What follows belongs to an exercise in optimizing a design on an open flow for small area, a short achievable clock period and few clock cycles per item; a production flow would make more cautious choices.
In this exercise RTL edits were held to simulation tests only and were not proved equivalent to the original.
Power figures rest on the tool's default switching activity, not on a simulated workload.

== 05-10 ==
## door_brightness_state_machine
module door_brightness_state_machine
(
   input  logic                   clock,
   input  logic                   reset,
   input  logic                   req_tvalid,
   output logic                   req_tready,
   input  logic [31:0]            req_tdata,   
   output logic                   rsp_tvalid,
   input  logic                   rsp_tready,
   output logic [23:0]            rsp_tdata,   
   input  logic                   csr_valid,
   output logic                   csr_ready,
   input  logic [CSR_INDEX_W-1:0] csr_index,
   input  logic [15:0]            csr_data
);
   localparam int W = 8;
   logic [15:0] ocl_ff, oll_ff, cgl_ff, cdf_ff, rul_ff, rdl_ff;
   logic [7:0]  ocf_ff, ccf_ff;
   typedef struct packed {
      logic [15:0] l;
      logic        ocl;    
      logic        oll;    
      logic        cg;     
      logic        pu;     
   } req_type;
   logic        va_ff;
   req_type     a_ff, in_req;
   logic [7:0]  lta_ff;    
   logic [1:0]  mode_ff;
   logic [7:0]  c1_ff;     
   logic [2:0]  wptr_ff;
   logic [8:1]  n_ff;      
   logic        full_ff;
   logic [15:0] s_ff [W];
   logic [2:0]  t_ff [W];
   logic        v2_ff, wchg2_ff;
   logic        run2_ff;
   logic [2:0]  ev2_ff;
   logic        rsp_valid_ff;
   logic        run_ff;
   logic [2:0]  ev_ff;
   logic [1:0]  mode3_ff;
   logic [15:0] ref_ff;
   logic [17:0] r3_ff;
   logic [15:0] q_ff;
   logic        qnz_ff, qchg_ff, qchg2_ff;
   logic [15:0] luma, dark;
   logic        accept, adv3, adv2, step, stall;
   assign luma       = req_tdata[15:0];
   assign dark       = req_tdata[31:16];
   assign csr_ready  = 1'b1;
   assign accept     = req_tvalid && req_tready;
   assign adv3       = !rsp_valid_ff || rsp_tready;
   assign adv2       = !v2_ff || adv3;
   logic room, stall_reg;
   assign room = !v2_ff || !rsp_valid_ff;
   dbsm_ao21 u_ready (.a(!va_ff || (!stall && room)), .b(!stall), .c(rsp_tready), .y(req_tready));
   dbsm_ao21 u_step  (.a(va_ff && !stall && room), .b(va_ff && !stall), .c(rsp_tready), .y(step));
   always_ff @(posedge clock) begin
      if (reset) begin
  ...
make LEC_CHECK=0 CAP_MARGIN=20 CORE_MARGIN=2 CORE_UTILIZATION=40 CTS_BUF_LIST=sky130_fd_sc_hd__clkbuf_4 SETUP_SLACK_MARGIN=4.5 SLEW_MARGIN=20 SYNTH_HIERARCHICAL=1 TNS_END_PERCENT=0 finish   # period 8.0 ns
run.sh (not shown) runs the stock make flow with config.mk's settings and CLKGATE_MAP_FILE= SYNTH_SCRIPT=/design/flow/synth_recipe.tcl, a recipe that flattens the netlist after the stock synthesis.
Testbench counts of 05-10, summed over its fixed seeds: cycles 4,959, items 4,800.
What 03-13 does differently from 05-10 at the input level:
-- flow/design.v --
<<< 05-10, line 124
   logic room, stall_reg;
   assign room = !v2_ff || !rsp_valid_ff;
   dbsm_ao21 u_ready (.a(!va_ff || (!stall && room)), .b(!stall), .c(rsp_tready), .y(req_tready));
   dbsm_ao21 u_step  (.a(va_ff && !stall && room), .b(va_ff && !stall), .c(rsp_tready), .y(step));
   always_ff @(posedge clock) begin
>>> 03-13, line 124
   logic room, stall_reg;
   assign room = !v2_ff || !rsp_valid_ff;
   dbsm_ao21 u_ready (.a(!va_ff || (!stall_reg && room)), .b(!stall_reg), .c(rsp_tready), .y(req_tready));
   dbsm_ao21 u_step  (.a(va_ff && !stall && room), .b(va_ff && !stall), .c(rsp_tready), .y(step));
   always_ff @(posedge clock) begin
<<< 05-10, line 186
   dbsm_lt16 u_lb (.a({1'b0, s_ff[3][15:1]}), .b(a_ff.l), .lt(lb_lt_l));
   assign qstale     = (v2_ff && wchg2_ff) || qchg_ff || qchg2_ff;
   logic lb_ok_ff;
   always_ff @(posedge clock) begin
      lb_ok_ff <= va_ff && !step && full_ff && !lb_lt_l && (s_ff[3][15:1] != 15'd0);
   end
   assign fast_close = lb_ok_ff;
   assign stall_reg  = a_ff.cg && mode_ff[1] && qstale;
   assign stall      = stall_reg && !fast_close;
>>> 03-13, line 186
   dbsm_lt16 u_lb (.a({1'b0, s_ff[3][15:1]}), .b(a_ff.l), .lt(lb_lt_l));
   assign qstale     = (v2_ff && wchg2_ff) || qchg_ff || qchg2_ff;
   assign fast_close = full_ff && !lb_lt_l && (s_ff[3][15:1] != 15'd0);
   assign stall_reg  = a_ff.cg && mode_ff[1] && qstale;
   assign stall      = stall_reg && !fast_close;
Notes after the runs:
- 05-10 reached the end of the flow, and the finished layout is clean on the timing, design-rule and antenna checks.
- 03-13 did not stop at any stage, and its layout met the timing, design-rule and antenna checks.
- Between 03-13 and 05-10, the difference in utilization after layout is negligible.
- Count of non-filler cells in the finished layout came out lower on 03-13 than on 05-10.
- When 03-13 is measured against 05-10, its leakage power of the design turns out about 5% higher.
- Going from 05-10 to 03-13, number of fill cells shrinks by about 0.9%.
- Compared with 05-10, maximum resistive drop on vdd in 03-13 increased by more than a quarter.
- Diff 03-13 and 05-10: routing usage on met3 lower in 03-13
- Delta (03-13 minus 05-10): number of buffers created by CTS down 0.94%; largest net degree at the start of global routing down 7.4%; post-layout worst setup margin down 0.42 ns.
Testbench counts of 03-13, summed over its fixed seeds: cycles 4,959, items 4,800.

* * *

Another version of the RTL of door_brightness_state_machine (not shown whole).
For scale: roughly 380 flip-flops, ~24,000 um^2 of cells after synthesis.
==> flow/design.v (excerpt) <==
module door_brightness_state_machine
(
   input  logic                   clock,
   input  logic                   reset,
   input  logic                   req_tvalid,
   output logic                   req_tready,
   input  logic [31:0]            req_tdata,   
   output logic                   rsp_tvalid,
   input  logic                   rsp_tready,
   output logic [23:0]            rsp_tdata,   
   input  logic                   csr_valid,
   output logic                   csr_ready,
   input  logic [CSR_INDEX_W-1:0] csr_index,
   input  logic [15:0]            csr_data
);
export LEC_CHECK = 0
export CAP_MARGIN = 20
export CORE_MARGIN = 2
export CORE_UTILIZATION = 40
export CTS_BUF_LIST = sky130_fd_sc_hd__clkbuf_4
export SETUP_SLACK_MARGIN = 4.5
export SLEW_MARGIN = 20
export SYNTH_HIERARCHICAL = 1
export TNS_END_PERCENT = 0
create_clock -name core_clock -period 8.0 [get_ports {clock}]
Testbench counts at the start, summed over its fixed seeds: cycles 4,832, items 4,800.
Rerun with:
--- a/flow/design.v
+++ b/flow/design.v
@@ -170,31 +170,28 @@
    always_ff @(posedge clock) begin
       if (req_tready) begin
          a_ff   <= in_req;
          lta_ff <= lt_next;
       end
    end
    logic        closing;
    logic [7:0]  cnt_lim;
    logic        cnt_hit;
    logic [1:0]  mode_d;
    logic        run_d, push_d, restart_d;
    logic [2:0]  ev_d;
-   logic q_lt_l, lb_lt_l, qstale, fast_close;
-   dbsm_lt16 u_q  (.a(q_ff), .b(a_ff.l), .lt(q_lt_l));
-   dbsm_lt16 u_lb (.a({1'b0, s_ff[3][15:1]}), .b(a_ff.l), .lt(lb_lt_l));
-   assign qstale     = (v2_ff && wchg2_ff) || qchg_ff || qchg2_ff;
-   assign fast_close = full_ff && !lb_lt_l && (s_ff[3][15:1] != 15'd0);
-   assign stall      = a_ff.cg && mode_ff[1] && qstale && !fast_close;
-   assign closing    = a_ff.cg && (qstale ? fast_close : (qnz_ff && !q_lt_l));
+   assign stall   = a_ff.cg && mode_ff[1] && ((v2_ff && wchg2_ff) || qchg_ff || qchg2_ff);
+   logic q_lt_l;
+   dbsm_lt16 u_q (.a(q_ff), .b(a_ff.l), .lt(q_lt_l));
+   assign closing = qnz_ff && a_ff.cg && !q_lt_l;
    assign cnt_lim = mode_ff[1] ? ccf_ff : ocf_ff;
    assign cnt_hit = (c1_ff >= cnt_lim);
    always_comb begin
       mode_d    = mode_ff;
       run_d     = 1'b0;
       push_d    = 1'b0;
       restart_d = 1'b0;
       ev_d      = 3'd0;
       case (mode_ff)
          2'd0: begin
             if (a_ff.ocl) mode_d = 2'd1;
          end
What happened: The new run passed the timing, design-rule and antenna checks; clock-buffer cell count came out higher by 2; clock power barely changes; fmax goes up by about 40%; hold slack is better by 0.035 ns; non-clock buffer count came out higher by 7; clock skew increases by 0.014 ns; via count barely changes; synthesized cell count fell by 1.6%; flip-flop and latch count is unchanged; final cell count goes down by 0.80%; sequential share of layout area falls by 0.36 points.
Testbench counts after the change, summed over its fixed seeds: cycles 5,052, items 4,800.

## re-timing with driven ports
No port has a modelled driver above. Below, the same layouts with a new extraction and two added sets of constraints. Step 1, drivers: a clkbuf_16 drives clock and a buf_2 each remaining input, both assumed. Step 2 also shifts input and output timing later by t, the mid clock arrival at the registers, as if the neighbouring blocks saw the same clock. Slacks: ideal / step 1 / step 2; pairs: ideal / step 1.
run | t (ns) | slack for setup (ns) | clock arrival spread, ns
05-10 | 0.916 | 4.152 / 4.152 / 3.332 | 0.097 / 0.098
03-13 | 0.959 | 3.736 / 3.736 / 3.035 | 0.112 / 0.112
the first run of note 2 | 0.930 | 2.801 / 2.747 / 2.937 | 0.104 / 0.104
the second run of note 2 | 0.946 | 4.236 / 4.236 / 3.368 | 0.116 / 0.116
After both steps every run listed still meets setup and hold. The setup slack of the second run of note 2, which loses most, moves by 0.000 ns with the drivers and by -0.868 ns with both steps.
